Background: an optimization exercise with open tools, aiming at small area, a short achievable clock period and few clock cycles per item. Do not read the settings as production practice. At most, simulation tests tie the RTL to the original design; equivalence was not proved. Only the layout flow was run in runs 2 to 5; the RTL was not checked for function there. Power figures rest on the tool's default switching activity, not on a simulated workload.

===== flow/config.mk =====
export PLATFORM = sky130hd
export DESIGN_NAME = ignition_advance_curve_lookup
export DESIGN_NICKNAME = ignition_advance_curve_lookup
export VERILOG_FILES = /design/flow/design.v
export SDC_FILE = /design/flow/constraint.sdc
export NUM_CORES = 4
export LEC_CHECK = 0
export CAP_MARGIN = 20
export CORE_MARGIN = 2
export CORE_UTILIZATION = 40
export CTS_BUF_LIST = sky130_fd_sc_hd__clkbuf_4 sky130_fd_sc_hd__clkbuf_8
export CTS_CLUSTER_SIZE = 40
export SETUP_SLACK_MARGIN = 3.3
export SLEW_MARGIN = 20

===== flow/constraint.sdc =====
create_clock -name core_clock -period 7.0 [get_ports {clk}]
set_input_delay 1.4000 -clock core_clock [delete_from_list [all_inputs] [get_ports {clk}]]
set_output_delay 1.4000 -clock core_clock [all_outputs]
set_load 0.01 [all_outputs]

===== flow/design.v =====
module ignition_advance_curve_lookup (
  input  logic        clk,
  input  logic        rst,
  input  logic        write_enable,
  input  logic [1:0]  write_index,
  input  logic [15:0] write_data,
  input  logic        in_valid,
  output logic        in_stall,
  input  logic [15:0] engine_speed,
  output logic        out_valid,
  input  logic        out_stall,
  output logic [11:0] spark_advance,
  output logic [1:0]  speed_region
);
  logic [11:0] cranking_advance;
  logic [11:0] top_advance;
  logic [15:0] cranking_speed_limit;
  always_ff @(posedge clk) begin
    if (rst) begin
      cranking_advance     <= 12'd50;
      top_advance          <= 12'd350;
      cranking_speed_limit <= 16'd500;
    end else if (write_enable) begin
      case (write_index)
        2'd0: cranking_advance     <= write_data[11:0];
        2'd1: top_advance          <= write_data[11:0];
        2'd2: cranking_speed_limit <= write_data;
        default: ;
      endcase
    end
  end
  logic        en;
  logic [15:0] s;
  assign en       = !(out_valid && out_stall);
  assign in_stall = !en;
  assign s        = engine_speed;
  logic [13:0] s14;
  logic [3:0]  seg;
  logic [1:0]  region;
  assign s14 = s[13:0];    
  always_comb begin
    seg = 4'd0;
    if (s14 >= 14'd1067) seg = 4'd1;
    if (s14 >= 14'd2134) seg = 4'd2;
    if (s14 >= 14'd3200) seg = 4'd3;
    if (s14 >= 14'd4267) seg = 4'd4;
    if (s14 >= 14'd5334) seg = 4'd5;
    if (s14 >= 14'd6400) seg = 4'd6;
    if (s14 >= 14'd7467) seg = 4'd7;
    if (s14 >= 14'd8534) seg = 4'd8;
    if (s14 >= 14'd9600) seg = 4'd9;
    if (s14 >= 14'd10667) seg = 4'd10;
    if (s14 >= 14'd11734) seg = 4'd11;
    if (s14 >= 14'd12800) seg = 4'd12;
    if (s14 >= 14'd13867) seg = 4'd13;
    if (s14 >= 14'd14934) seg = 4'd14;
  end
  always_comb begin
    if (s < cranking_speed_limit)  region = 2'd0;
    else if (s >= 16'd16000)       region = 2'd2;
    else                           region = 2'd1;
  end
  logic        a_valid;
  logic [3:0]  a_seg;
  logic [10:0] a_s;
  logic [1:0]  a_region;
  always_ff @(posedge clk) begin
    if (rst)     a_valid <= 1'b0;
    else if (en) a_valid <= in_valid;
  end
  always_ff @(posedge clk) begin
    if (en) begin
      a_seg    <= seg;
      a_s      <= s[10:0];
      a_region <= region;
    end
  end
  logic [10:0] lo11;
  always_comb begin
    case (a_seg)
      4'd0: lo11 = 11'd0;
      4'd1: lo11 = 11'd1066;
      4'd2: lo11 = 11'd85;
      4'd3: lo11 = 11'd1152;
      4'd4: lo11 = 11'd170;
      4'd5: lo11 = 11'd1237;
      4'd6: lo11 = 11'd256;
      4'd7: lo11 = 11'd1322;
      4'd8: lo11 = 11'd341;
      4'd9: lo11 = 11'd1408;
      4'd10: lo11 = 11'd426;
      4'd11: lo11 = 11'd1493;
      4'd12: lo11 = 11'd512;
      4'd13: lo11 = 11'd1578;
      4'd14: lo11 = 11'd597;
      default: lo11 = 11'd0;
    endcase
  end
  logic        b_valid;
  logic [3:0]  b_seg;
  logic [10:0] b_delta;
  logic [1:0]  b_region;
  always_ff @(posedge clk) begin
    if (rst)     b_valid <= 1'b0;
    else if (en) b_valid <= a_valid;
  end
  always_ff @(posedge clk) begin
    if (en) begin
      b_seg    <= a_seg;
      b_delta  <= a_s - lo11;
      b_region <= a_region;
    end
  end
  logic [2:0]  asel;
  logic [3:0]  bsel;
  logic [14:0] pa, pb;
  always_comb begin
    case (b_seg)
      4'd0: begin asel = 3'b010; bsel = 4'b0010; end
      4'd1: begin asel = 3'b100; bsel = 4'b0100; end
      4'd2: begin asel = 3'b100; bsel = 4'b0100; end
      4'd3: begin asel = 3'b010; bsel = 4'b1000; end
      4'd4: begin asel = 3'b010; bsel = 4'b1000; end
      4'd5: begin asel = 3'b010; bsel = 4'b1000; end
      4'd6: begin asel = 3'b010; bsel = 4'b1000; end
      4'd7: begin asel = 3'b010; bsel = 4'b1000; end
      4'd8: begin asel = 3'b010; bsel = 4'b1000; end
      4'd9: begin asel = 3'b100; bsel = 4'b0100; end
      4'd10: begin asel = 3'b100; bsel = 4'b0100; end
      4'd11: begin asel = 3'b001; bsel = 4'b0100; end
      4'd12: begin asel = 3'b010; bsel = 4'b0010; end
      4'd13: begin asel = 3'b001; bsel = 4'b0001; end
      4'd14: begin asel = 3'b000; bsel = 4'b0000; end
      default: begin asel = 3'b000; bsel = 4'b0000; end
    endcase
  end
  assign pa = ({15{asel[0]}} & 15'(b_delta)) | ({15{asel[1]}} & (15'(b_delta) << 1))
            | ({15{asel[2]}} & (15'(b_delta) << 2));
  assign pb = ({15{bsel[0]}} & (15'(b_delta) << 1)) | ({15{bsel[1]}} & (15'(b_delta) << 2))
            | ({15{bsel[2]}} & (15'(b_delta) << 3)) | ({15{bsel[3]}} & (15'(b_delta) << 4));
  logic        c_valid;
  logic [3:0]  c_seg;
  logic [14:0] c_p;
  logic [1:0]  c_region;
  always_ff @(posedge clk) begin
    if (rst)     c_valid <= 1'b0;
    else if (en) c_valid <= b_valid;
  end
  always_ff @(posedge clk) begin
    if (en) begin
      c_seg    <= b_seg;
      c_p      <= pa + pb;
      c_region <= b_region;
    end
  end
  logic        w66, bneg;
  logic [16:0] v;
  always_comb begin
    case (c_seg)
      4'd0: begin w66 = 1'b1; bneg = 1'b0; end
      4'd1: begin w66 = 1'b0; bneg = 1'b1; end
      4'd2: begin w66 = 1'b0; bneg = 1'b1; end
      4'd3: begin w66 = 1'b1; bneg = 1'b0; end
      4'd4: begin w66 = 1'b0; bneg = 1'b1; end
      4'd5: begin w66 = 1'b0; bneg = 1'b1; end
      4'd6: begin w66 = 1'b1; bneg = 1'b0; end
      4'd7: begin w66 = 1'b0; bneg = 1'b1; end
      4'd8: begin w66 = 1'b0; bneg = 1'b1; end
      4'd9: begin w66 = 1'b1; bneg = 1'b0; end
      4'd10: begin w66 = 1'b0; bneg = 1'b1; end
      4'd11: begin w66 = 1'b0; bneg = 1'b1; end
      4'd12: begin w66 = 1'b1; bneg = 1'b0; end
      4'd13: begin w66 = 1'b0; bneg = 1'b0; end
      4'd14: begin w66 = 1'b0; bneg = 1'b0; end
      default: begin w66 = 1'b0; bneg = 1'b0; end
    endcase
  end
  assign v = w66 ? {c_p, 2'b00} + 17'(c_p[14:9]) + 17'(c_p[14:10])
                 : {c_p, 2'b00} - 17'(c_p[14:10]) - (bneg ? 17'd3 : 17'd0);
  logic        d_valid;
  logic [3:0]  d_seg;
  logic [7:0]  d_y;
  logic [1:0]  d_region;
  always_ff @(posedge clk) begin
    if (rst)     d_valid <= 1'b0;
    else if (en) d_valid <= c_valid;
  end
  always_ff @(posedge clk) begin
    if (en) begin
      d_seg    <= c_seg;
      d_y      <= v[16:9];
      d_region <= c_region;
    end
  end
  logic [8:0]  c_lo;
  logic [11:0] adv;
  always_comb begin
    case (d_seg)
      4'd0: c_lo = 9'd50;
      4'd1: c_lo = 9'd60;
      4'd2: c_lo = 9'd80;
      4'd3: c_lo = 9'd100;
      4'd4: c_lo = 9'd130;
      4'd5: c_lo = 9'd160;
      4'd6: c_lo = 9'd190;
      4'd7: c_lo = 9'd220;
      4'd8: c_lo = 9'd250;
      4'd9: c_lo = 9'd280;
      4'd10: c_lo = 9'd300;
      4'd11: c_lo = 9'd320;
      4'd12: c_lo = 9'd335;
      4'd13: c_lo = 9'd345;
      4'd14: c_lo = 9'd350;
      default: c_lo = 9'd350;
    endcase
  end
  function automatic logic [4:0] div5(input logic [7:0] y);
    case (y)
      8'd0: div5 = 5'd0;
      8'd1: div5 = 5'd0;
      8'd2: div5 = 5'd0;
      8'd3: div5 = 5'd0;
      8'd4: div5 = 5'd0;
      8'd5: div5 = 5'd1;
      8'd6: div5 = 5'd1;
      8'd7: div5 = 5'd1;
      8'd8: div5 = 5'd1;
      8'd9: div5 = 5'd1;
      8'd10: div5 = 5'd2;
      8'd11: div5 = 5'd2;
      8'd12: div5 = 5'd2;
      8'd13: div5 = 5'd2;
      8'd14: div5 = 5'd2;
      8'd15: div5 = 5'd3;
      8'd16: div5 = 5'd3;
      8'd17: div5 = 5'd3;
      8'd18: div5 = 5'd3;
      8'd19: div5 = 5'd3;
      8'd20: div5 = 5'd4;
      8'd21: div5 = 5'd4;
      8'd22: div5 = 5'd4;
      8'd23: div5 = 5'd4;
      8'd24: div5 = 5'd4;
      8'd25: div5 = 5'd5;
      8'd26: div5 = 5'd5;
      8'd27: div5 = 5'd5;
      8'd28: div5 = 5'd5;
      8'd29: div5 = 5'd5;
      8'd30: div5 = 5'd6;
      8'd31: div5 = 5'd6;
      8'd32: div5 = 5'd6;
      8'd33: div5 = 5'd6;
      8'd34: div5 = 5'd6;
      8'd35: div5 = 5'd7;
      8'd36: div5 = 5'd7;
      8'd37: div5 = 5'd7;
      8'd38: div5 = 5'd7;
      8'd39: div5 = 5'd7;
      8'd40: div5 = 5'd8;
      8'd41: div5 = 5'd8;
      8'd42: div5 = 5'd8;
      8'd43: div5 = 5'd8;
      8'd44: div5 = 5'd8;
      8'd45: div5 = 5'd9;
      8'd46: div5 = 5'd9;
      8'd47: div5 = 5'd9;
      8'd48: div5 = 5'd9;
      8'd49: div5 = 5'd9;
      8'd50: div5 = 5'd10;
      8'd51: div5 = 5'd10;
      8'd52: div5 = 5'd10;
      8'd53: div5 = 5'd10;
      8'd54: div5 = 5'd10;
      8'd55: div5 = 5'd11;
      8'd56: div5 = 5'd11;
      8'd57: div5 = 5'd11;
      8'd58: div5 = 5'd11;
      8'd59: div5 = 5'd11;
      8'd60: div5 = 5'd12;
      8'd61: div5 = 5'd12;
      8'd62: div5 = 5'd12;
      8'd63: div5 = 5'd12;
      8'd64: div5 = 5'd12;
      8'd65: div5 = 5'd13;
      8'd66: div5 = 5'd13;
      8'd67: div5 = 5'd13;
      8'd68: div5 = 5'd13;
      8'd69: div5 = 5'd13;
      8'd70: div5 = 5'd14;
      8'd71: div5 = 5'd14;
      8'd72: div5 = 5'd14;
      8'd73: div5 = 5'd14;
      8'd74: div5 = 5'd14;
      8'd75: div5 = 5'd15;
      8'd76: div5 = 5'd15;
      8'd77: div5 = 5'd15;
      8'd78: div5 = 5'd15;
      8'd79: div5 = 5'd15;
      8'd80: div5 = 5'd16;
      8'd81: div5 = 5'd16;
      8'd82: div5 = 5'd16;
      8'd83: div5 = 5'd16;
      8'd84: div5 = 5'd16;
      8'd85: div5 = 5'd17;
      8'd86: div5 = 5'd17;
      8'd87: div5 = 5'd17;
      8'd88: div5 = 5'd17;
      8'd89: div5 = 5'd17;
      8'd90: div5 = 5'd18;
      8'd91: div5 = 5'd18;
      8'd92: div5 = 5'd18;
      8'd93: div5 = 5'd18;
      8'd94: div5 = 5'd18;
      8'd95: div5 = 5'd19;
      8'd96: div5 = 5'd19;
      8'd97: div5 = 5'd19;
      8'd98: div5 = 5'd19;
      8'd99: div5 = 5'd19;
      8'd100: div5 = 5'd20;
      8'd101: div5 = 5'd20;
      8'd102: div5 = 5'd20;
      8'd103: div5 = 5'd20;
      8'd104: div5 = 5'd20;
      8'd105: div5 = 5'd21;
      8'd106: div5 = 5'd21;
      8'd107: div5 = 5'd21;
      8'd108: div5 = 5'd21;
      8'd109: div5 = 5'd21;
      8'd110: div5 = 5'd22;
      8'd111: div5 = 5'd22;
      8'd112: div5 = 5'd22;
      8'd113: div5 = 5'd22;
      8'd114: div5 = 5'd22;
      8'd115: div5 = 5'd23;
      8'd116: div5 = 5'd23;
      8'd117: div5 = 5'd23;
      8'd118: div5 = 5'd23;
      8'd119: div5 = 5'd23;
      8'd120: div5 = 5'd24;
      8'd121: div5 = 5'd24;
      8'd122: div5 = 5'd24;
      8'd123: div5 = 5'd24;
      8'd124: div5 = 5'd24;
      8'd125: div5 = 5'd25;
      8'd126: div5 = 5'd25;
      8'd127: div5 = 5'd25;
      8'd128: div5 = 5'd25;
      8'd129: div5 = 5'd25;
      8'd130: div5 = 5'd26;
      8'd131: div5 = 5'd26;
      8'd132: div5 = 5'd26;
      8'd133: div5 = 5'd26;
      8'd134: div5 = 5'd26;
      8'd135: div5 = 5'd27;
      8'd136: div5 = 5'd27;
      8'd137: div5 = 5'd27;
      8'd138: div5 = 5'd27;
      8'd139: div5 = 5'd27;
      8'd140: div5 = 5'd28;
      8'd141: div5 = 5'd28;
      8'd142: div5 = 5'd28;
      8'd143: div5 = 5'd28;
      8'd144: div5 = 5'd28;
      8'd145: div5 = 5'd29;
      8'd146: div5 = 5'd29;
      8'd147: div5 = 5'd29;
      8'd148: div5 = 5'd29;
      8'd149: div5 = 5'd29;
      8'd150: div5 = 5'd30;
      8'd151: div5 = 5'd30;
      8'd152: div5 = 5'd30;
      8'd153: div5 = 5'd30;
      8'd154: div5 = 5'd30;
      8'd155: div5 = 5'd31;
      8'd156: div5 = 5'd31;
      8'd157: div5 = 5'd31;
      8'd158: div5 = 5'd31;
      8'd159: div5 = 5'd31;
      8'd160: div5 = 5'd31;
      8'd161: div5 = 5'd31;
      8'd162: div5 = 5'd31;
      8'd163: div5 = 5'd31;
      8'd164: div5 = 5'd31;
      8'd165: div5 = 5'd31;
      8'd166: div5 = 5'd31;
      8'd167: div5 = 5'd31;
      8'd168: div5 = 5'd31;
      8'd169: div5 = 5'd31;
      8'd170: div5 = 5'd31;
      8'd171: div5 = 5'd31;
      8'd172: div5 = 5'd31;
      8'd173: div5 = 5'd31;
      8'd174: div5 = 5'd31;
      8'd175: div5 = 5'd31;
      8'd176: div5 = 5'd31;
      8'd177: div5 = 5'd31;
      8'd178: div5 = 5'd31;
      8'd179: div5 = 5'd31;
      8'd180: div5 = 5'd31;
      8'd181: div5 = 5'd31;
      8'd182: div5 = 5'd31;
      8'd183: div5 = 5'd31;
      8'd184: div5 = 5'd31;
      8'd185: div5 = 5'd31;
      8'd186: div5 = 5'd31;
      8'd187: div5 = 5'd31;
      8'd188: div5 = 5'd31;
      8'd189: div5 = 5'd31;
      8'd190: div5 = 5'd31;
      8'd191: div5 = 5'd31;
      8'd192: div5 = 5'd31;
      8'd193: div5 = 5'd31;
      8'd194: div5 = 5'd31;
      8'd195: div5 = 5'd31;
      8'd196: div5 = 5'd31;
      8'd197: div5 = 5'd31;
      8'd198: div5 = 5'd31;
      8'd199: div5 = 5'd31;
      8'd200: div5 = 5'd31;
      8'd201: div5 = 5'd31;
      8'd202: div5 = 5'd31;
      8'd203: div5 = 5'd31;
      8'd204: div5 = 5'd31;
      8'd205: div5 = 5'd31;
      8'd206: div5 = 5'd31;
      8'd207: div5 = 5'd31;
      8'd208: div5 = 5'd31;
      8'd209: div5 = 5'd31;
      8'd210: div5 = 5'd31;
      8'd211: div5 = 5'd31;
      8'd212: div5 = 5'd31;
      8'd213: div5 = 5'd31;
      8'd214: div5 = 5'd31;
      8'd215: div5 = 5'd31;
      8'd216: div5 = 5'd31;
      8'd217: div5 = 5'd31;
      8'd218: div5 = 5'd31;
      8'd219: div5 = 5'd31;
      8'd220: div5 = 5'd31;
      8'd221: div5 = 5'd31;
      8'd222: div5 = 5'd31;
      8'd223: div5 = 5'd31;
      8'd224: div5 = 5'd31;
      8'd225: div5 = 5'd31;
      8'd226: div5 = 5'd31;
      8'd227: div5 = 5'd31;
      8'd228: div5 = 5'd31;
      8'd229: div5 = 5'd31;
      8'd230: div5 = 5'd31;
      8'd231: div5 = 5'd31;
      8'd232: div5 = 5'd31;
      8'd233: div5 = 5'd31;
      8'd234: div5 = 5'd31;
      8'd235: div5 = 5'd31;
      8'd236: div5 = 5'd31;
      8'd237: div5 = 5'd31;
      8'd238: div5 = 5'd31;
      8'd239: div5 = 5'd31;
      8'd240: div5 = 5'd31;
      8'd241: div5 = 5'd31;
      8'd242: div5 = 5'd31;
      8'd243: div5 = 5'd31;
      8'd244: div5 = 5'd31;
      8'd245: div5 = 5'd31;
      8'd246: div5 = 5'd31;
      8'd247: div5 = 5'd31;
      8'd248: div5 = 5'd31;
      8'd249: div5 = 5'd31;
      8'd250: div5 = 5'd31;
      8'd251: div5 = 5'd31;
      8'd252: div5 = 5'd31;
      8'd253: div5 = 5'd31;
      8'd254: div5 = 5'd31;
      8'd255: div5 = 5'd31;
    endcase
  endfunction
  always_comb begin
    case (d_region)
      2'd0:    adv = cranking_advance;
      2'd2:    adv = top_advance;
      default: adv = 12'(c_lo) + 12'(div5(d_y));
    endcase
  end
  always_ff @(posedge clk) begin
    if (rst)     out_valid <= 1'b0;
    else if (en) out_valid <= d_valid;
  end
  always_ff @(posedge clk) begin
    if (en) begin
      spark_advance <= adv;
      speed_region  <= d_region;
    end
  end
endmodule

===== flow/run.sh =====
#!/bin/bash
# synth_recipe.tcl (not shown) runs the flow's synth.tcl, then flattens the netlist and writes it again
# the make line also repeats each setting of config.mk as NAME=value (left out here)
make -C /OpenROAD-flow-scripts/flow DESIGN_CONFIG=/design/flow/config.mk WORK_HOME=/design/flow/orfs CLKGATE_MAP_FILE= SYNTH_SCRIPT=/design/flow/synth_recipe.tcl finish

==> run notes, run 1 <==
remaining number of nets flagged by the antenna check after routing 0; drt total wl 20700 um; buffers added on ports 54; number of fill cells 2179; Post-Syn Nets 1112; worst min path class reg -> reg; critical path required time 7350 ps; total power per unit cell area 350 nW/um2; area fraction in and, or, nand and nor cells after synthesis 15.6%; Die X 155 um; Ys Warns 1; pin count of the biggest net entering global routing 66; relative slew slack 38.7%; Post-synth EDFFs 83; multiplexer share of the synthesized area 3.08%; H-tree lvl count 4; fraction of final layout cells with drive strength greater than 1 12.4%; kind of cell adding the most delay to the critical path simple AND/OR/NAND/NOR gates; Switching Power 1.56 mW; share of synthesized area occupied by flip-flops and latches 42.0%; Worst Setup SP c_p[14]$_DFFE_PN_; register-to-register setup slack 3260 ps; top-area cell type share of the netlist area 27.2%; DRC viols 0; count of mapped cells out of synthesis 989; kind of start point of the critical path flop; Die Area 24200 um2; Antenna diodes 0; post-detail-place hpwl 13900 um; data arrival time at the worst-slack endpoint 4100 ps; setup repair after global routing missed its margin yes; library cell used as clock root buffer clkbuf_8; Area growth, synth to finish 19.6%; GR Util All Layers 16.6%; library cell with the largest summed area after synthesis edfxtp_1; most used cell along the critical path a21oi_1; min Tclk post-route 3740 ps; latest clock arrival within the worst-skew pair 460 ps; Starting Density 40.6%; Least-Margin Pin Slew 893 ps; cell area after technology mapping 9170 um2; net count of the finished layout 1182; antenna violations before repair 0; count of hold-fix buffers inserted at cts 0; share of total power in sequential cells 35.0%; number of placed I/O pins 55; Worst path max stage delay 500 ps; vias in the first global route 6583; setup slack after placement 2180 ps; iteration-0 DRC count of the detailed router 532; vias per cell 5.41; final setup slack of the worst path 3260 ps; post-synthesis compound-gate area fraction 19.2%; average wire per cell in the routed design 15.3 um; reg-to-reg critical path startpoint c_p[14]$_DFFE_PN_; overall via count from detail_route 7340; adder-cell share of the synthesized area 12.1%; Reg area 3850 um2; Int Power 2.29 mW; endpoint kind of the worst setup timing path flop; clock network fraction of design power 18.2%; dominant synthesized flop cell edfxtp_1; TritonCTS sink count 151; Comb pwr share 46.9%; final slew viol count 0; fraction of synthesized cell area in xor and xnor cells 3.06%; number of library cell types mapped by synthesis 69; proportion of synthesized flip-flops having asynchronous set or reset 0%; share of the cycle needed by the critical path after routing 53.5%; worst-case hold slack 429 ps; depth of the worst register-to-register path 15; switch share 40.5%; final global-route overflow total 0; CORE AREA 22600 um2; instance count on the critical path 15; total negative slack for setup checks 0 ps; ranking of synthesized cells by area edfxtp_1 (27%), dfxtp_1 (15%), ha_1 (11%); area taken by multi-input logic gates 5190 um2; cell with the biggest individual delay on the critical path edfxtp_1; main combinational cell family by area after synthesis compound AO/OA/AOI/OAI gates; iteration count of the initial detailed-routing pass 6; LEAKAGE 4.49 nW; buffers plus inverters on the worst setup path 3; Clock Pin Slew Worst Setup and Hold Paths 100 ps; TritonCTS Buffers 17; list of cells traversed by the critical path ha_1, inv_2, ha_4, a21o_1, a211o_1, or4_4, and4_4, or3_4, buf_6, buf_4, a21oi_2, a21oi_1, xnor2_1, a21oi_1, nor3_2; CTS tree done; global-route wire length before repair 32400 um; final setup violation count 0; total power of the final layout 3.84 mW; Fmax 267 MHz; CTS Buffer Depth 2; number of cell rows 55; Crit Path Max Fanout 6; WS Path Type reg -> reg; largest voltage drop on the vdd net 0.172 mV; status finished clean; final setup skew 14.8 ps; Mapped Avg Cell Area 9.27 um2; maxcap violations 0; count of final hold-check violations 0; weighted congestion at the end of routability-driven global placement 0.811; Seq cells post-synth 151; floorplan die height 155 um
==> cell type report <==
| class | instances | area share (%) |
|---|---|---|
| clock buffers | 17 | 2.13 |
| flip-flops and latches | 151 | 35.1 |
| multi-input cells | 723 | 47.3 |
| clock inverters | 15 | 1.88 |
| well taps | 285 | 3.25 |
| repair buffers | 94 | 7.81 |
| inverters | 72 | 2.46 |
==> registers in the layout, summed over array words and instances (netlist names), 2 cells and up, named ones only <==
name and flops:
c_region 2, a_s 11, speed_region 2, b_region 2
c_lo 9, a_region 2, d_y 8, b_seg 4
top_advance 12, d_region 2, spark_advance 12, b_delta 11
c_seg 4, d_seg 4, bsel 4, cranking_speed_limit 16
c_p 15, a_seg 4, asel 3, cranking_advance 12
==> worst register-to-register path: stages, from the launching register on <==
cell,delay [ps]
edfxtp_1,500
ha_1,340
inv_2,50
ha_4,250
a21o_1,190
a211o_1,310
or4_4,470
and4_4,220
or3_4,430
buf_6,150
buf_4,150
a21oi_2,100
a21oi_1,60
xnor2_1,150
a21oi_1,200
nor3_2,70
==> cell usage in the layout, fill, tap and decap left out, types with 4 or more instances in the layout <==
cell type,instances
nand2_1,144
edfxtp_1,83
ha_1,74
inv_1,70
a21oi_1,69
dfxtp_1,68
nor2_1,57
clkdlybuf4s50_1,52
o21ai_0,50
buf_4,36
mux2i_1,25
xnor2_1,24
a21o_1,20
a22oi_1,20
nor3_1,18
clkbuf_8,17
nand3_1,11
nand2b_1,11
a222oi_1,11
nand3b_1,11
nor2b_1,10
a31oi_1,9
a211o_1,8
o211ai_1,8
xor2_1,8
a21boi_0,7
o21ai_1,7
clkinv_8,7
and2_1,6
fa_1,6
a21oi_2,5
o21a_1,5
a211oi_1,4
a22o_1,4
o221ai_1,4
nand4_1,4
nand2_4,4
ha_4,4
buf_6,4
==> routing by layer <==
metal	GRT usage, %	up-vias	wire (um)
met5	0	-	0
met1	22.8	3390	9830
li1	-	3707	-
met3	3.54	39	908
met4	5.16	0	446
met2	26.1	204	9550
==> through the flow <==
stage                     util [%]  cells  area [um2]
after floorplan                  -    989        9180
after global placement        44.0   1287        9930
after detailed placement      44.0   1288        9940
after CTS                     47.1   1332       10600
after global routing          48.6   1357       11000
final                         48.6   1357       11000
==> power groups by stage <==
stage | registers, mW | logic, mW | clock network (mW)
5_1_grt | 1.37 | 2.00 | 0.751
3_3_place_gp | 1.36 | 1.37 | 0
3_5_place_dp | 1.37 | 1.40 | 0
2_1_floorplan | 1.29 | 1.13 | 0
4_1_cts | 1.34 | 1.55 | 0.717
6_report | 1.34 | 1.80 | 0.698
==> synthesized netlist by cell type (all sizes together) (9+ instances only) <==
master / n
a21o: 20
a21oi: 74
a222oi: 11
a22oi: 20
a31oi: 9
clkbuf: 39
dfxtp: 68
edfxtp: 83
ha: 78
inv: 72
mux2i: 26
nand2: 147
nand2b: 11
nand3: 12
nand3b: 11
nor2: 59
nor2b: 10
nor3: 21
o21ai: 61
xnor2: 24
==> repair_timing <==
action / 4_1_cts / 5_1_grt
endpoints found under the setup margin: 12 / 6
pin swaps: 14 / 34
setup buffers: 11 / 24
cloned: 1 / 1
resized for setup: 35 / 32
==> logic make-up after synthesis <==
kind of cell | after synthesis
AOI/OAI and AO/OA | 267
xor gates and xnor gates | 32
adders and majority gates | 85
buffers and inverters | 117
DFF | 151
muxes | 28
and+or+nand+nor | 309
==> how the worst min path moves through the flow <==
stage	startpoint	end	slack (ps)	depth (start not counted)
floorplan	a_region[0]$_SDFFCE_PN0N_	b_region[0]$_DFFE_PN_	400	0
global placement	a_region[1]$_SDFFCE_PN0N_	b_region[1]$_DFFE_PN_	400	0
detailed placement	a_region[1]$_SDFFCE_PN0N_	b_region[1]$_DFFE_PN_	410	0
CTS	a_region[1]$_SDFFCE_PN0N_	b_region[1]$_DFFE_PN_	430	0
global route	c_region[0]$_DFFE_PN_	d_region[0]$_DFFE_PN_	440	0
finish	a_region[1]$_SDFFCE_PN0N_	b_region[1]$_DFFE_PN_	430	0
Testbench counts, summed over its fixed seeds: cycles 9,640, items 9,600.
==> inputs of run 2 (changes only) <==
--- a/flow/design.v
+++ b/flow/design.v
@@ -138,25 +138,11 @@
             | ({15{asel[2]}} & (15'(b_delta) << 2));
   assign pb = ({15{bsel[0]}} & (15'(b_delta) << 1)) | ({15{bsel[1]}} & (15'(b_delta) << 2))
             | ({15{bsel[2]}} & (15'(b_delta) << 3)) | ({15{bsel[3]}} & (15'(b_delta) << 4));
-  logic        c_valid;
-  logic [3:0]  c_seg;
-  logic [14:0] c_p;
-  logic [1:0]  c_region;
-  always_ff @(posedge clk) begin
-    if (rst)     c_valid <= 1'b0;
-    else if (en) c_valid <= b_valid;
-  end
-  always_ff @(posedge clk) begin
-    if (en) begin
-      c_seg    <= b_seg;
-      c_p      <= pa + pb;
-      c_region <= b_region;
-    end
-  end
   logic        w66, bneg;
-  logic [16:0] v;
+  logic [5:0]  s9, s10;
+  logic [6:0]  corr;
   always_comb begin
-    case (c_seg)
+    case (b_seg)
       4'd0: begin w66 = 1'b1; bneg = 1'b0; end
       4'd1: begin w66 = 1'b0; bneg = 1'b1; end
       4'd2: begin w66 = 1'b0; bneg = 1'b1; end
@@ -175,8 +161,28 @@
       default: begin w66 = 1'b0; bneg = 1'b0; end
     endcase
   end
-  assign v = w66 ? {c_p, 2'b00} + 17'(c_p[14:9]) + 17'(c_p[14:10])
-                 : {c_p, 2'b00} - 17'(c_p[14:10]) - (bneg ? 17'd3 : 17'd0);
+  assign s9   = 6'(pa[14:9]) + 6'(pb[14:9]);
+  assign s10  = 6'(pa[14:10]) + 6'(pb[14:10]);
+  assign corr = w66 ? 7'(s9) + 7'(s10) : 7'd0 - 7'(s10) - (bneg ? 7'd4 : 7'd0);
+  logic        c_valid;
+  logic [3:0]  c_seg;
+  logic [14:0] c_p;
+  logic [6:0]  c_corr;
+  logic [1:0]  c_region;
+  always_ff @(posedge clk) begin
+    if (rst)     c_valid <= 1'b0;
+    else if (en) c_valid <= b_valid;
+  end
+  always_ff @(posedge clk) begin
+    if (en) begin
+      c_seg    <= b_seg;
+      c_p      <= pa + pb;
+      c_corr   <= corr;
+      c_region <= b_region;
+    end
+  end
+  logic [16:0] v;
+  assign v = {c_p, 2'b00} + {{10{c_corr[6]}}, c_corr};
   logic        d_valid;
   logic [3:0]  d_seg;
   logic [7:0]  d_y;
--- a/flow/config.mk
+++ b/flow/config.mk
@@ -8,7 +8,5 @@
 export CAP_MARGIN = 20
 export CORE_MARGIN = 2
 export CORE_UTILIZATION = 40
-export CTS_BUF_LIST = sky130_fd_sc_hd__clkbuf_4 sky130_fd_sc_hd__clkbuf_8
-export CTS_CLUSTER_SIZE = 40
 export SETUP_SLACK_MARGIN = 3.3
 export SLEW_MARGIN = 20
==> run 2 against run 1 <==
  * Register-to-register slack improved by 230 ps
  * Sequential power increased by 4%
  * Total power increased by 39%
  * Highest routed layer unchanged
  * Flip-flop and latch count increased by 5
==> run notes, run 2 <==
average wire per cell in the routed design 14.5 um (-5.1%); reg-to-reg critical path startpoint b_delta[8]$_DFFE_PN_; area taken by multi-input logic gates 5310 um2 (+2.1%); latest clock arrival within the worst-skew pair 420 ps (-40 ps); final setup violation count 0 (unchanged); register with the highest flop count cranking_speed_limit; Clock Pin Slew Worst Setup and Hold Paths 60 ps (-40 ps); final std cells w/o fill 1440 (+6.1%); Ys Warns 1 (unchanged); most frequent cell after synthesis nand2_1; endpoint of the most critical register-to-register path c_corr[6]$_DFFE_PN_; overall via count from detail_route 7489 (+2.0%); share of synthesized area occupied by flip-flops and latches 41.0% (-0.98 points); total negative slack for setup checks 0 ps (unchanged); library cell with the largest summed area after synthesis edfxtp_1; vias in the first global route 7028 (+6.8%); setup slack after placement 2260 ps (+82.7 ps); cell area after technology mapping 9760 um2 (+6.4%); Die Area 25700 um2 (+6.2%); critical path required time 5600 ps (-1750 ps); Mapped Avg Cell Area 9.24 um2 (-0.38%); number of library cell types mapped by synthesis 80 (+16%); proportion of synthesized flip-flops having asynchronous set or reset 0% (unchanged); leading registers by flop count cranking_speed_limit (16), c_p (15); final core utilization 47.2% (-1.4 points); Post-Syn Nets 1182 (+6.3%); Commonest cells post-synth nand2_1 (163), edfxtp_1 (88), ha_1 (82), a21oi_1 (80), inv_1 (76); min Tclk post-route 3650 ps (-94.8 ps); CORE AREA 24100 um2 (+6.8%); startpoint of the lowest-slack hold path c_region[1]$_DFFE_PN_; Antenna diodes 0 (unchanged); drt total wl 20900 um (+0.75%); final non-filler cell area 11400 um2 (+3.6%); Worst Hold Depth 0 (unchanged); top-area cell type share of the netlist area 27.1% (-0.089 points); cell with the biggest individual delay on the critical path dlygate4sd2_1; count of mapped cells out of synthesis 1056 (+6.8%); floorplan die height 160 um (+3.1%); worst min path class reg -> reg; status finished clean; Hold Path Sink d_region[1]$_DFFE_PN_; WS Path Type in -> out; largest voltage drop on the vdd net 0.220 mV (+28%); final global-route overflow total 0 (unchanged); most frequent standard cell in the layout excluding fill and tap cells nand2_1; total power per unit cell area 471 nW/um2 (+34%); Worst path max stage delay 290 ps (-210 ps); Starting Density 40.5% (-0.16 points); fraction of final layout cells with drive strength greater than 1 8.87% (-3.5 points); share of the cycle needed by the critical path after routing 52.1% (-1.4 points); cell area after placement 10500 um2 (+5.6%); number of placed I/O pins 55 (unchanged); TritonCTS sink count 156 (+3.3%); Reg area 4010 um2 (+4.0%); list of cells traversed by the critical path buf_4, nand2_8, inv_4, buf_12, dlygate4sd2_1; number of cell rows 57 (+3.6%); count of final hold-check violations 0 (unchanged); CTS Buffer Depth 2 (unchanged); register-to-register setup slack 3490 ps (+230 ps); Seq cells post-synth 156 (+3.3%); kind of start point of the critical path primary input; global-route wire length before repair 34900 um (+7.9%); net count of the finished layout 1229 (+4.0%); vias per cell 5.20 (-3.9%); depth of the worst register-to-register path 14 (-1); CTS tree done; LEAKAGE 4.74 nW (+5.5%); remaining number of nets flagged by the antenna check after routing 0 (unchanged); buffers added on ports 54 (unchanged); Die X 160 um (+3.1%); number of placed instances with taps included 1388 (+7.8%); final setup slack of the worst path 3350 ps (+94.8 ps); antenna violations before repair 0 (unchanged); relative slew slack 29.1% (-9.6 points); post-detail-place hpwl 14900 um (+7.0%); pin count of the biggest net entering global routing 80 (+21%); maxcap violations 0 (unchanged); final slew viol count 0 (unchanged); setup repair after global routing missed its margin yes; H-tree lvl count 4 (unchanged); number of fill cells 2356 (+8.1%); Fmax 274 MHz (+2.6%); DRC viols 0 (unchanged); iteration-0 DRC count of the detailed router 419 (-21%); Crit Path Max Fanout 19 (+13); flip-flop count of the largest register, all copies and words added 16 (unchanged); final setup skew 12.9 ps (-1.92 ps); endpoint kind of the worst setup timing path output port; dominant synthesized flop cell edfxtp_1; iteration count of the initial detailed-routing pass 7 (+1); GR Util All Layers 16.5% (-0.065 points); TritonCTS Buffers 17 (unchanged); weighted congestion at the end of routability-driven global placement 0.842 (+3.9%); top library cells by usage in the layout, fill and taps aside nand2_1 (162), edfxtp_1 (88), ha_1 (80); ranking of synthesized cells by area edfxtp_1 (27%), dfxtp_1 (14%), ha_1 (11%); Post-synth EDFFs 88 (+6.0%); library cell used as clock root buffer clkbuf_16; Least-Margin Pin Slew 1060 ps (+166 ps); Area growth, synth to finish 16.5%; data arrival time at the worst-slack endpoint 2250 ps (-1850 ps)
[run 2: cell families (layout without fill, tap and decap cells)]
logic type,after synthesis,in the layout,share of synthesized area [%]
AND/OR/NAND/NOR,332,333,15.7
flip-flops,156,156,41.0
multiplexers,23,23,2.37
adder cells (fa/ha/maj),88,88,11.6
XOR/XNOR,44,44,3.95
AO/OA/AOI/OAI,286,286,19.9
buffers and inverters,127,186,5.44
[run 2: cell type report]
class	instances	area share, %
clock buffer	21	4.34
clock inverter	11	1.00
inverter	76	2.53
multi-input combinational	774	46.7
sequential	156	35.2
tap	324	3.57
timing repair buffer	78	6.66
[run 2: power by group]
part / internal, mW / total [mW] / switching, mW / leakage (nW)
logic: 1.30 / 3.04 / 1.74 / 2.93
clock network: 0.524 / 0.927 / 0.402 / 0.300
registers: 1.25 / 1.39 / 0.143 / 1.51
total: 3.08 / 5.36 / 2.28 / 4.74
[run 2: stage by stage]
stage          hold slack [ps]  total power [mW]
6_report                   419              5.36
5_1_grt                    427              5.82
4_1_cts                    420              5.29
3_5_place_dp               405              4.34
3_3_place_gp               407              4.32
2_1_floorplan              400              3.78
[run 2: how the worst max path moves through the flow]
| stage | startpoint | end | slack, ps | cells after the start |
|---|---|---|---|---|
| after detailed placement | out_stall | in_stall | 2260 | 5 |
| after global routing | b_delta[8]$_DFFE_PN_ | c_corr[6]$_DFFE_PN_ | 3240 | 14 |
| after floorplan | out_stall | in_stall | 3310 | 6 |
| after global placement | out_stall | in_stall | 2270 | 5 |
| after CTS | asel[0]$_SDFF_PN0_ | c_p[13]$_DFFE_PN_ | 3300 | 14 |
| final | out_stall | in_stall | 3350 | 5 |
[run 2: metal layers]
layer | vias up | global-route usage [%] | wire (um)
met5 | - | 0 | 0
met2 | 145 | 27.1 | 9750
li1 | 3874 | - | -
met3 | 14 | 2.96 | 797
met4 | 0 | 3.32 | 184
met1 | 3456 | 22.9 | 10200
[run 2: timing repair]
action                                  in CTS  in global routing
buffers inserted                             1                 17
endpoints found under the hold margin        0                  0
hold buffers                                 0                  0
gates resized for setup                     16                 16
gates cloned                                 2                  0
pin swaps                                    2                  5
endpoints found under the setup margin      22                 10
[run 2: worst max-delay path, delay by kind of cell]
kind                   cells  cell delay [ps]
and+or+nand+nor            1              120
buffers and inverters      4              720
==> inputs of run 3 (changes only) <==
--- a/flow/config.mk
+++ b/flow/config.mk
@@ -5,8 +5,9 @@
 export SDC_FILE = /design/flow/constraint.sdc
 export NUM_CORES = 4
 export LEC_CHECK = 0
+export ABC_AREA = 1
 export CAP_MARGIN = 20
 export CORE_MARGIN = 2
 export CORE_UTILIZATION = 40
-export SETUP_SLACK_MARGIN = 3.3
+export SETUP_SLACK_MARGIN = 3.6
 export SLEW_MARGIN = 20
==> run 3 against run 2 <==
  * Still clean
  * Global-route usage rose by 0.77 points
  * Routed wire length rose by 4.2%
  * Combinational power rose by 3%
  * Clock power fell by 0.5%
  * Critical path type unchanged
==> run notes, run 3 <==
Comb pwr share 57.7% (+1.0 points); most frequent standard cell in the layout excluding fill and tap cells nand2_1; count of hold-fix buffers inserted at cts 0 (unchanged); flip-flop count of the largest register, all copies and words added 16 (unchanged); vias per cell 4.96 (-4.6%); startpoint of the lowest-slack hold path c_region[0]$_DFFE_PN_; share of the cycle needed by the critical path after routing 46.9% (-5.2 points); H-tree lvl count 4 (unchanged); overall via count from detail_route 8012 (+7.0%); number of placed I/O pins 55 (unchanged); met2 layer usage reported by global route 29.2% (+2.1 points); most frequent cell after synthesis nand2_1; buffers plus inverters on the worst setup path 3 (-1); register with the highest flop count cranking_speed_limit; worst min path class reg -> reg; Post-synth EDFFs 88 (unchanged); drt total wl 21800 um (+4.2%); CTS Buffer Depth 2 (unchanged); fraction of met3 tracks used by global routing 2.92% (-0.044 points); proportion of synthesized flip-flops having asynchronous set or reset 0% (unchanged); CTS tree done; number of cell rows 56 (-1.8%); largest voltage drop on the vdd net 0.233 mV (+6.1%); vias in the first global route 7531 (+7.2%); reg-to-reg critical path startpoint b_delta[9]$_DFFE_PN_; Most Used Layer, Global Route met2; Fmax 305 MHz (+11%); top library cells by usage in the layout, fill and taps aside nand2_1 (250), inv_1 (152), nor2_1 (107); global-route wire length before repair 36000 um (+3.0%); pin count of the biggest net entering global routing 72 (-10%); weighted congestion at the end of routability-driven global placement 0.944 (+12%); Seq cells post-synth 156 (unchanged); TritonCTS sink count 156 (unchanged); library cell used as clock root buffer clkbuf_16; final global-route overflow total 0 (unchanged); ranking of synthesized cells by area edfxtp_1 (27%), dfxtp_1 (14%), ha_1 (11%); count of mapped cells out of synthesis 1194 (+13%); depth of the worst register-to-register path 19 (+5); switch share 45.5% (+2.9 points); buffers added on ports 54 (unchanged); iteration count of the initial detailed-routing pass 5 (-2); LEAKAGE 5.37 nW (+13%); total negative slack for setup checks 0 ps (unchanged); Worst Hold Depth 0 (unchanged); library cell with the largest summed area after synthesis edfxtp_1; antenna violations before repair 0 (unchanged); Starting Density 40.9% (+0.47 points); endpoint of the most critical register-to-register path c_corr[6]$_DFFE_PN_; dominant synthesized flop cell edfxtp_1; kind of start point of the critical path primary input; remaining number of nets flagged by the antenna check after routing 0 (unchanged); net count of the finished layout 1409 (+15%); critical path required time 5600 ps (about the same); final slew viol count 0 (unchanged); Antenna diodes 0 (unchanged); iteration-0 DRC count of the detailed router 393 (-6.2%); fraction of final layout cells with drive strength greater than 1 13.2% (+4.3 points); cell area after technology mapping 9670 um2 (-0.91%); final setup skew 14.4 ps (+1.49 ps); Mapped Avg Cell Area 8.10 um2 (-12%); count of final hold-check violations 0 (unchanged); Least-Margin Pin Slew 952 ps (-107 ps); setup repair after global routing missed its margin yes; status finished clean; TritonCTS Buffers 17 (unchanged); share of total power in sequential cells 25.4% (-0.6 points); CORE AREA 23600 um2 (-2.0%); maxcap violations 0 (unchanged); endpoint kind of the worst setup timing path output port; Ys Warns 1 (unchanged); Post-Syn Nets 1320 (+12%); register-to-register setup slack 3740 ps (+250 ps); DRC viols 0 (unchanged); top-area cell type share of the netlist area 27.3% (+0.25 points); Die Area 25400 um2 (-0.89%); Int Power 2.97 mW (-3.4%); final core utilization 49.0% (+1.9 points); relative slew slack 36.3% (+7.2 points); GR Util All Layers 17.3% (+0.77 points); Area growth, synth to finish 19.8%; leading registers by flop count cranking_speed_limit (16), c_p (15); list of cells traversed by the critical path buf_4, nand2_8, clkinvlp_4, clkbuf_2; Switching Power 2.48 mW (+8.7%); kind of cell adding the most delay to the critical path buffers and inverters; floorplan die height 159 um (-0.45%); clock network fraction of design power 16.9% (-0.4 points); data arrival time at the worst-slack endpoint 1880 ps (-370 ps); Worst path max stage delay 160 ps (-130 ps); routing usage on met1 22.4% (-0.52 points); total power per unit cell area 471 nW/um2 (-0.13%); cell with the biggest individual delay on the critical path buf_4; Hold Path Sink d_region[0]$_DFFE_PN_; WS Path Type in -> out; number of library cell types mapped by synthesis 60 (-25%); post-detail-place hpwl 15700 um (+5.6%); min Tclk post-route 3280 ps (-367 ps); average wire per cell in the routed design 13.5 um (-7.0%); Commonest cells post-synth nand2_1 (253), inv_1 (168), nor2_1 (111), o21ai_0 (94), edfxtp_1 (88); final setup violation count 0 (unchanged); share of synthesized area occupied by flip-flops and latches 41.4% (+0.38 points); Clock Pin Slew Worst Setup and Hold Paths 60 ps (about the same); Crit Path Max Fanout 4 (-15); latest clock arrival within the worst-skew pair 440 ps (+20 ps); Die X 159 um (-0.45%)
run 3: changes by cell type after synthesis, sizes merged, moves of 15 or more:
| cell | delta |
|---|---|
| a21o | -19 |
| a21oi | -15 |
| a22oi | -18 |
| clkbuf | -23 |
| inv | +96 |
| mux2i | -22 |
| nand2 | +105 |
| nand3 | +51 |
| nor2 | +56 |
| o21ai | +41 |
| o22ai | +16 |
| xnor2 | -25 |
run 3: area by class of cell:
class                      count  area, um2
sequential                   156       4020
fill                        2321      12000
multi-input combinational    845       5080
inverter                     173        663
clock buffer                  18        450
timing repair buffer          90        815
clock inverter                14        161
tap                          319        399
run 3: layer usage:
layer | share of wire [%] | vias up
met4 | 1.9 | 0
met3 | 3.3 | 34
met5 | 0 | -
met1 | 47 | 3633
met2 | 48 | 150
li1 | - | 4195
run 3: through the flow:
stage               instance area, um2  total power [mW]  setup WS (ps)  hold slack, ps  cells
CTS                              11300              5.30           3560             432   1595
global route                     11600              5.98           3500             436   1615
global placement                 10500              4.27           2190             403   1549
detailed placement               10500              4.30           2170             415   1549
finish                           11600              5.45           3720             428   1615
floorplan                         9680              3.68           3680             400   1194
run 3: worst max-delay path by stage:
stage | depth (start not counted) | startpoint | end
finish | 4 | out_stall | in_stall
global route | 23 | b_delta[7]$_DFFE_PN_ | c_corr[6]$_DFFE_PN_
CTS | 4 | out_stall | in_stall
detailed placement | 4 | out_stall | in_stall
global placement | 4 | out_stall | in_stall
floorplan | 10 | out_stall | bsel[2]$_DFF_P_
run 3: cell families (layout without fill, tap and decap cells):
| kind of cell | after synthesis | count (layout) | synth area share (%) |
|---|---|---|---|
| adders and majority gates | 87 | 87 | 11.6 |
| xor gates and xnor gates | 30 | 30 | 2.80 |
| buffers and inverters | 195 | 295 | 7.95 |
| and+or+nand+nor | 482 | 484 | 21.1 |
| DFF | 156 | 156 | 41.4 |
| AOI/OAI and AO/OA | 244 | 244 | 15.1 |
run 3: timing repair:
action                                  4_1_cts  5_1_grt
endpoints found under the setup margin       25       16
pin swaps                                     3       21
gates cloned                                  2        0
gates resized for setup                      24       59
buffers inserted                             12       20
run 3: power groups by stage:
stage	Sequential (mW)	Combinational (mW)	Clock, mW
after global routing	1.41	3.59	0.979
after detailed placement	1.40	2.90	0
final	1.38	3.14	0.922
after CTS	1.39	2.97	0.943
after global placement	1.40	2.87	0
after floorplan	1.37	2.31	0
run 3: worst register-to-register path: cells and delay by family (launching register included):
kind / cells / cell delay, ps
AOI/OAI and AO/OA: 2 / 320
adders and majority gates: 4 / 1120
buffers and inverters: 4 / 330
DFF: 1 / 400
and+or+nand+nor: 9 / 850
==> inputs of run 4 (changes only) <==
--- a/flow/design.v
+++ b/flow/design.v
@@ -30,10 +30,22 @@
     end
   end
   logic        en;
+  logic        skid_full;
+  logic [15:0] skid_speed;
+  logic        src_valid;
   logic [15:0] s;
-  assign en       = !(out_valid && out_stall);
-  assign in_stall = !en;
-  assign s        = engine_speed;
+  assign en        = !(out_valid && out_stall);
+  assign in_stall  = skid_full;
+  assign src_valid = skid_full || in_valid;
+  assign s         = skid_full ? skid_speed : engine_speed;
+  always_ff @(posedge clk) begin
+    if (rst)                        skid_full <= 1'b0;
+    else if (en)                    skid_full <= 1'b0;
+    else if (in_valid && !skid_full) skid_full <= 1'b1;
+  end
+  always_ff @(posedge clk) begin
+    if (!en && !skid_full) skid_speed <= engine_speed;
+  end
   logic [13:0] s14;
   logic [3:0]  seg;
   logic [1:0]  region;
@@ -66,7 +78,7 @@
   logic [1:0]  a_region;
   always_ff @(posedge clk) begin
     if (rst)     a_valid <= 1'b0;
-    else if (en) a_valid <= in_valid;
+    else if (en) a_valid <= src_valid;
   end
   always_ff @(posedge clk) begin
     if (en) begin
@@ -138,11 +150,25 @@
             | ({15{asel[2]}} & (15'(b_delta) << 2));
   assign pb = ({15{bsel[0]}} & (15'(b_delta) << 1)) | ({15{bsel[1]}} & (15'(b_delta) << 2))
             | ({15{bsel[2]}} & (15'(b_delta) << 3)) | ({15{bsel[3]}} & (15'(b_delta) << 4));
+  logic        c_valid;
+  logic [3:0]  c_seg;
+  logic [14:0] c_p;
+  logic [1:0]  c_region;
+  always_ff @(posedge clk) begin
+    if (rst)     c_valid <= 1'b0;
+    else if (en) c_valid <= b_valid;
+  end
+  always_ff @(posedge clk) begin
+    if (en) begin
+      c_seg    <= b_seg;
+      c_p      <= pa + pb;
+      c_region <= b_region;
+    end
+  end
   logic        w66, bneg;
-  logic [5:0]  s9, s10;
-  logic [6:0]  corr;
+  logic [16:0] v;
   always_comb begin
-    case (b_seg)
+    case (c_seg)
       4'd0: begin w66 = 1'b1; bneg = 1'b0; end
       4'd1: begin w66 = 1'b0; bneg = 1'b1; end
       4'd2: begin w66 = 1'b0; bneg = 1'b1; end
@@ -161,28 +187,8 @@
       default: begin w66 = 1'b0; bneg = 1'b0; end
     endcase
   end
-  assign s9   = 6'(pa[14:9]) + 6'(pb[14:9]);
-  assign s10  = 6'(pa[14:10]) + 6'(pb[14:10]);
-  assign corr = w66 ? 7'(s9) + 7'(s10) : 7'd0 - 7'(s10) - (bneg ? 7'd4 : 7'd0);
-  logic        c_valid;
-  logic [3:0]  c_seg;
-  logic [14:0] c_p;
-  logic [6:0]  c_corr;
-  logic [1:0]  c_region;
-  always_ff @(posedge clk) begin
-    if (rst)     c_valid <= 1'b0;
-    else if (en) c_valid <= b_valid;
-  end
-  always_ff @(posedge clk) begin
-    if (en) begin
-      c_seg    <= b_seg;
-      c_p      <= pa + pb;
-      c_corr   <= corr;
-      c_region <= b_region;
-    end
-  end
-  logic [16:0] v;
-  assign v = {c_p, 2'b00} + {{10{c_corr[6]}}, c_corr};
+  assign v = w66 ? {c_p, 2'b00} + 17'(c_p[14:9]) + 17'(c_p[14:10])
+                 : {c_p, 2'b00} - 17'(c_p[14:10]) - (bneg ? 17'd3 : 17'd0);
   logic        d_valid;
   logic [3:0]  d_seg;
   logic [7:0]  d_y;
--- a/flow/config.mk
+++ b/flow/config.mk
@@ -5,9 +5,7 @@
 export SDC_FILE = /design/flow/constraint.sdc
 export NUM_CORES = 4
 export LEC_CHECK = 0
-export ABC_AREA = 1
 export CAP_MARGIN = 20
 export CORE_MARGIN = 2
 export CORE_UTILIZATION = 40
-export SETUP_SLACK_MARGIN = 3.6
 export SLEW_MARGIN = 20
==> run 4 against run 3 <==
  * Total power shrank 27%
  * Global-route usage shrank 0.87 points
  * Setup slack lost 950 ps
  * Fmax shrank 22%
  * Combinational power shrank 52%
  * Design area shrank 0.38%
  * Largest power group unchanged
  * Count of clock-buffer cells in the layout grew 3
  * Non-clock buffer count shrank 31
  * Clock power grew 3.6%
  * Clock skew grew 0.53 ps
  * Area after synthesis grew 4.7%
==> run notes, run 4 <==
status finished clean; CTS Buffer Depth 2 (unchanged); Post-synth EDFFs 99 (+13%); most frequent standard cell in the layout excluding fill and tap cells nand2_1; count of mapped cells out of synthesis 1057 (-11%); top-area cell type share of the netlist area 29.4% (+2.0 points); TritonCTS Buffers 17 (unchanged); Area growth, synth to finish 14.0%; Ys Warns 1 (unchanged); total negative slack for setup checks 0 ps (unchanged); proportion of synthesized flip-flops having asynchronous set or reset 0% (unchanged); CTS tree done; leading registers by flop count cranking_speed_limit (16), skid_speed (16), c_p (15); critical path required time 7290 ps (+1690 ps); library cell with the largest summed area after synthesis edfxtp_1; vias per cell 5.33 (+7.5%); CORE AREA 25000 um2 (+6.0%); cell with the biggest individual delay on the critical path edfxtp_1; final setup skew 14.9 ps (+0.528 ps); list of cells traversed by the critical path fa_1, ha_1, nand4_1, a21boi_1, a21oi_1, o21ai_2, a2111o_1, nand3_1, maj3_1, a21oi_1, nor4b_1, a2111oi_2; Fmax 236 MHz (-22%); remaining number of nets flagged by the antenna check after routing 0 (unchanged); maxcap violations 0 (unchanged); post-detail-place hpwl 15000 um (-4.3%); relative slew slack 34.4% (-1.9 points); global-route wire length before repair 35500 um (-1.2%); buffers added on ports 54 (unchanged); antenna violations before repair 0 (unchanged); startpoint of the lowest-slack hold path c_region[0]$_DFFE_PN_; Crit Path Max Fanout 14 (+10); register-to-register setup slack 2770 ps (-970 ps); net count of the finished layout 1212 (-14%); TritonCTS sink count 168 (+7.7%); worst min path class reg -> reg; highest routed layer met4; Antenna diodes 0 (unchanged); library cell used as clock root buffer clkbuf_16; average wire per cell in the routed design 14.6 um (+8.6%); Seq cells post-synth 168 (+7.7%); Worst Setup SP c_p[12]$_DFFE_PN_; latest clock arrival within the worst-skew pair 430 ps (about the same); final global-route overflow total 0 (unchanged); GR Util All Layers 16.4% (-0.87 points); Least-Margin Pin Slew 957 ps (+5.11 ps); detailed route wirelength on metal2 10000 um (-4.3%); data arrival time at the worst-slack endpoint 4530 ps (+2650 ps); dominant synthesized flop cell edfxtp_1; most frequent cell after synthesis nand2_1; Commonest cells post-synth nand2_1 (147), edfxtp_1 (99), inv_1 (80), ha_1 (78), nor2_1 (75); total setup buffers inserted after CTS 0 (-12); fraction of final layout cells with drive strength greater than 1 6.44% (-6.8 points); top library cells by usage in the layout, fill and taps aside nand2_1 (147), edfxtp_1 (99), inv_1 (80); Die X 163 um (+2.3%); count of final hold-check violations 0 (unchanged); reg-to-reg critical path startpoint c_p[12]$_DFFE_PN_; iteration-0 DRC count of the detailed router 572 (+46%); cell area after placement 10900 um2 (+3.8%); Mapped Avg Cell Area 9.57 um2 (+18%); most used cell along the critical path a21oi_1; number of placed I/O pins 55 (unchanged); endpoint kind of the worst setup timing path flop; Post-Syn Nets 1180 (-11%); weighted congestion at the end of routability-driven global placement 0.859 (-9.0%); routed metal-1 wirelength 10000 um (-1.4%); cell area after technology mapping 10100 um2 (+4.7%); LEAKAGE 4.57 nW (-15%); Die Area 26600 um2 (+4.6%); min Tclk post-route 4230 ps (+951 ps); pin count of the biggest net entering global routing 68 (-5.6%); kind of start point of the critical path flop; ranking of synthesized cells by area edfxtp_1 (29%), dfxtp_1 (14%), ha_1 (9.6%); Worst path max stage delay 610 ps (+450 ps); WS Path Type reg -> reg; largest voltage drop on the vdd net 0.163 mV (-30%); overall via count from detail_route 7638 (-4.7%); final setup violation count 0 (unchanged); met3 WL 624 um (-12%); final slew viol count 0 (unchanged); setup repair after global routing missed its margin no; post-cts sizing count 0 (-100%); total power per unit cell area 343 nW/um2 (-27%); Starting Density 40.4% (-0.52 points); DRC viols 0 (unchanged); share of the cycle needed by the critical path after routing 60.5% (+14 points); floorplan die height 163 um (+2.3%); vias in the first global route 7032 (-6.6%); count of hold-fix buffers inserted at cts 0 (unchanged); iteration count of the initial detailed-routing pass 5 (unchanged); Clock Pin Slew Worst Setup and Hold Paths 70 ps (about the same); kind of cell adding the most delay to the critical path compound AO/OA/AOI/OAI gates; number of library cell types mapped by synthesis 83 (+38%); final non-filler cell area 11500 um2 (-0.38%); buffers plus inverters on the worst setup path 0 (-3); number of cell rows 58 (+3.6%); share of synthesized area occupied by flip-flops and latches 43.0% (+1.6 points); H-tree lvl count 4 (unchanged); drt total wl 21000 um (-3.7%)
run 4: cell count changes after synthesis, moves of 13 or more:
cell / change
clkbuf_1: +15
o21ai_0: -47
a22oi_1: +21
nor2_1: -36
xor2_1: -14
nand2_2: -13
xnor2_1: +15
inv_1: -88
nand3_1: -46
nand2_1: -106
nand3b_1: +13
mux2i_1: +36
run 4: final cells by class:
cell class / count / area [um2]
Sequential cell: 168 / 4350
Inverter: 81 / 307
Clock inverter: 11 / 91.3
Tap cell: 330 / 413
Timing Repair Buffer: 59 / 578
Fill cell: 2403 / 13500
Multi-Input combinational cell: 762 / 5280
Clock buffer: 21 / 514
run 4: through the flow:
| stage | cells | utilization (%) | setup slack (ps) | hold WS, ps | power [mW] |
|---|---|---|---|---|---|
| floorplan | 1057 | - | 683 | 400 | 2.67 |
| global placement | 1400 | 43.7 | 2400 | 404 | 3.00 |
| detailed placement | 1400 | 43.7 | 2310 | 412 | 3.02 |
| CTS | 1432 | 46.1 | 2750 | 438 | 3.99 |
| global route | 1432 | 46.1 | 2400 | 455 | 4.26 |
| finish | 1432 | 46.1 | 2770 | 441 | 3.96 |
run 4: cell families after synthesis:
kind of cell             Yosys count  synth area share, %
AO/OA/AOI/OAI                    273                 18.7
XOR/XNOR                          31                 2.76
adder cells (fa/ha/maj)           85                 10.9
buffers and inverters            127                 4.83
flip-flops                       168                 43.0
multiplexers                      45                 4.67
AND/OR/NAND/NOR                  328                 15.0
run 4: path summary, 6_finish.rpt:
check | endpoint | cells after the start
hold reg to reg | d_region[0]$_DFFE_PN_ | 0
setup reg to reg | flop | 12
hold / removal | d_region[0]$_DFFE_PN_ | 0
setup / recovery | flop | 12
run 4: metal layers:
layer | vias to the layer above | GRT usage (%)
li1 | 3881 | -
met1 | 3599 | 22.4
met2 | 136 | 27.0
met3 | 22 | 2.77
met4 | 0 | 4.26
met5 | - | 0
run 4: power breakdown:
part	internal [mW]	switching (mW)	leakage [nW]
Combinational	0.683	0.834	2.66
Clock	0.538	0.417	0.306
Sequential	1.27	0.212	1.60
Total	2.50	1.46	4.57
==> inputs of run 5 (changes only) <==
--- a/flow/config.mk
+++ b/flow/config.mk
@@ -8,4 +8,5 @@
 export CAP_MARGIN = 20
 export CORE_MARGIN = 2
 export CORE_UTILIZATION = 40
+export SETUP_SLACK_MARGIN = 4.5
 export SLEW_MARGIN = 20
==> run 5 against run 4 <==
  * Sequential power about the same
  * Via count is 9.2% higher
  * Critical path type unchanged
  * Die area is the same
  * Register-to-register slack gained 690 ps
  * Largest power group unchanged
  * First-iteration DRC count up 8.2%
  * Clock skew shrank 3.4 ps
  * Critical path depth rose by 3
  * Combinational power increased by 62%
  * Area after synthesis is the same
==> run notes, run 5 <==
status finished clean; CTS tree done; top-area cell type share of the netlist area 29.4% (unchanged); Fmax 282 MHz (+19%); pin count of the biggest net entering global routing 47 (-31%); setup repair after global routing missed its margin yes; LEAKAGE 5.58 nW (+22%); reg-to-reg critical path startpoint c_p[12]$_DFFE_PN_; CORE AREA 25000 um2 (unchanged); remaining number of nets flagged by the antenna check after routing 0 (unchanged); buffers added on ports 54 (unchanged); proportion of synthesized flip-flops having asynchronous set or reset 0% (unchanged); library cell used as clock root buffer clkbuf_16; Mapped Avg Cell Area 9.57 um2 (unchanged); Worst Setup SP c_p[12]$_DFFE_PN_; final slew viol count 0 (unchanged); largest voltage drop on the vdd net 0.230 mV (+41%); floorplan die height 163 um (unchanged); WS Path Type reg -> reg; dominant synthesized flop cell edfxtp_1; Area growth, synth to finish 38.6%; Seq cells post-synth 168 (unchanged); post-synthesis compound-gate area fraction 18.7% (unchanged); area fraction in and, or, nand and nor cells after synthesis 15.0% (unchanged); Crit Path Max Fanout 4 (-10); cell area after technology mapping 10100 um2 (unchanged); final std cells w/o fill 1562 (+9.1%); drt total wl 24900 um (+19%); total negative slack for setup checks 0 ps (unchanged); fraction of synthesized cell area in xor and xnor cells 2.76% (unchanged); Post-synth EDFFs 99 (unchanged); final global-route overflow total 0 (unchanged); number of cell rows 58 (unchanged); net count of the finished layout 1342 (+11%); critical path required time 7320 ps (+30 ps); adder-cell share of the synthesized area 10.9% (unchanged); final setup violation count 0 (unchanged); post-detail-place hpwl 15400 um (+2.4%); library cell with the largest summed area after synthesis edfxtp_1; vias in the first global route 8097 (+15%); worst min path class reg -> reg; min Tclk post-route 3550 ps (-685 ps); TritonCTS sink count 168 (unchanged); count of mapped cells out of synthesis 1057 (unchanged); Least-Margin Pin Slew 732 ps (-225 ps); Ys Warns 1 (unchanged); data arrival time at the worst-slack endpoint 3870 ps (-660 ps); DRC viols 0 (unchanged); kind of start point of the critical path flop; TritonCTS Buffers 17 (unchanged); Post-Syn Nets 1180 (unchanged); Clock Pin Slew Worst Setup and Hold Paths 70 ps (about the same); antenna violations before repair 0 (unchanged); iteration-0 DRC count of the detailed router 619 (+8.2%); ranking of synthesized cells by area edfxtp_1 (29%), dfxtp_1 (14%), ha_1 (9.6%); H-tree lvl count 4 (unchanged); setup slack after placement 2470 ps (+157 ps); count of final hold-check violations 0 (unchanged); top library cells by usage in the layout, fill and taps aside nand2_1 (131), edfxtp_1 (99), buf_4 (83); Commonest cells post-synth nand2_1 (147), edfxtp_1 (99), inv_1 (80), ha_1 (78), nor2_1 (75); global-route wire length before repair 40000 um (+13%); number of placed I/O pins 55 (unchanged); Die Area 26600 um2 (unchanged); Starting Density 40.4% (unchanged); total power per unit cell area 347 nW/um2 (+1.1%); total power of the final layout 4.87 mW (+23%); relative slew slack 51.2% (+17 points); overall via count from detail_route 8338 (+9.2%); Die X 163 um (unchanged); endpoint kind of the worst setup timing path flop; maxcap violations 0 (unchanged); final core utilization 56.0% (+9.9 points); leading registers by flop count cranking_speed_limit (16), skid_speed (16), c_p (15); depth of the worst register-to-register path 15 (+3); fraction of final layout cells with drive strength greater than 1 31.7% (+25 points); latest clock arrival within the worst-skew pair 430 ps (about the same); most frequent standard cell in the layout excluding fill and tap cells nand2_1; GR Util All Layers 18.8% (+2.4 points); register-to-register setup slack 3450 ps (+690 ps); main combinational cell family by area after synthesis compound AO/OA/AOI/OAI gates; weighted congestion at the end of routability-driven global placement 0.904 (+5.3%); most frequent cell after synthesis nand2_1; share of synthesized area occupied by flip-flops and latches 43.0% (unchanged); final setup skew 11.5 ps (-3.41 ps); number of library cell types mapped by synthesis 83 (unchanged); Antenna diodes 0 (unchanged); average wire per cell in the routed design 15.9 um (+8.8%); share of the cycle needed by the critical path after routing 50.7% (-9.8 points); vias per cell 5.34 (about the same); number of placed instances with taps included 1399 (-0.071%); CTS Buffer Depth 2 (unchanged); final setup slack of the worst path 3450 ps (+685 ps); iteration count of the initial detailed-routing pass 6 (+1); multiplexer share of the synthesized area 4.67% (unchanged)
-- run 5: changes by cell type in the layout (fill, tap and decap cells not counted), moves of 16 or more --
cell	previous run	this run
ha_4	0	18
clkdlybuf4s50_1	54	25
mux2i_4	1	19
inv_1	80	62
ha_1	78	54
buf_6	0	39
mux2i_1	36	17
a21oi_1	74	56
buf_4	5	83
nand2_1	147	131
o21ai_0	47	19
-- run 5: report_power, final --
group          internal [mW]  switching [mW]  leakage [nW]
combinational           1.23            1.24          3.68
clock                  0.483           0.439         0.290
sequential              1.27           0.201          1.61
-- run 5: through the flow --
step           cell area [um2]  hold WS, ps
6_report                 14000          414
5_1_grt                  14000          420
4_1_cts                  13500          419
3_5_place_dp             11400          408
3_3_place_gp             11400          403
2_1_floorplan            10800          400
-- run 5: repair_timing --
item                                    4_1_cts  5_1_grt
cloned                                        6        0
endpoints found under the setup margin      186       64
resized for setup                           190       95
hold buffers                                  0        0
setup buffers                               103       22
pin swaps                                    61       66
-- run 5: worst max-delay path, cell delays in order (launching register included) --
cell	delay, ps
edfxtp_1	480
fa_1	620
ha_4	220
o21ai_4	170
nand2b_4	90
a21oi_4	230
o21ai_4	110
buf_12	150
o41ai_4	310
buf_4	190
buf_6	110
o211ai_1	100
nand4b_1	150
buf_4	130
o31ai_2	50
a2111oi_2	330
-- run 5: final cells by class --
type / instances / area, um2
clock buffer: 18 / 439
clock inverter: 14 / 133
fill: 2148 / 11000
inverter: 81 / 340
multi-input combinational: 763 / 6490
sequential: 168 / 4360
tap: 330 / 413
timing repair buffer: 186 / 1830
timing repair inverter: 2 / 16.3
-- run 5: worst min-delay path by stage --
stage | startpoint | depth (start not counted) | to | slack [ps]
final | c_region[0]$_DFFE_PN_ | 0 | d_region[0]$_DFFE_PN_ | 410
after global routing | c_region[0]$_DFFE_PN_ | 0 | d_region[0]$_DFFE_PN_ | 420
after CTS | c_region[0]$_DFFE_PN_ | 0 | d_region[0]$_DFFE_PN_ | 420
after detailed placement | a_region[1]$_SDFFCE_PN0N_ | 0 | b_region[1]$_DFFE_PN_ | 410
after global placement | a_region[1]$_SDFFCE_PN0N_ | 0 | b_region[1]$_DFFE_PN_ | 400
after floorplan | a_region[0]$_SDFFCE_PN0N_ | 0 | b_region[0]$_DFFE_PN_ | 400
-- run 5: cell families after synthesis --
family | after synthesis
buf+inv | 127
flops | 168
fa+ha+maj | 85
simple gates | 328
compound gates | 273
mux | 45
xor+xnor | 31
-- run 5: metal layers --
layer	GRT usage [%]	vias up	routed length [um]	share of wire, %
met3	2.97	36	851	3.4
met5	0	-	0	0
met4	6.48	0	474	1.9
met1	24.3	3959	11100	45
li1	-	4152	-	-
met2	32.1	191	12400	50

==> separate check: timing with driven ports <==
The flow's constraints put no driver on any port. The routed layouts listed below were extracted and timed again, unchanged, in two steps.
Step 1: set_driving_cell puts a clkbuf_16 on clk and a buf_2 on each other input, an assumption about the parent block.
Step 2, shift: input delay + t, output delay - t, t = (earliest + latest rising clock arrival at the registers) / 2. This alone moves slack from input paths to output paths.
Three values: no drivers, after step 1, after step 2; two values: the first two.
| run | shift t [ns] | slack for setup (ns) | worst hold slack (ns) | latest minus earliest clock arrival (ns) | pins driven straight from the clock port |
|---|---|---|---|---|---|
| run 1 | 0.498 | 3.257 / 3.257 / 2.877 | 0.429 / 0.429 / 0.429 | 0.020 / 0.020 | 1 |
| run 2 | 0.462 | 3.352 / 3.324 / 3.034 | 0.419 / 0.419 / 0.419 | 0.014 / 0.014 | 1 |
| run 3 | 0.476 | 3.719 / 3.694 / 3.448 | 0.428 / 0.428 / 0.428 | 0.019 / 0.019 | 1 |
| run 4 | 0.464 | 2.768 / 2.768 / 2.339 | 0.441 / 0.441 / 0.441 | 0.018 / 0.018 | 1 |
| run 5 | 0.469 | 3.453 / 3.453 / 3.437 | 0.414 / 0.414 / 0.414 | 0.014 / 0.013 | 1 |
After both steps every run listed still meets setup and hold. The setup slack of run 4, which loses most, moves by 0.000 ns with the drivers and by -0.429 ns with both steps.
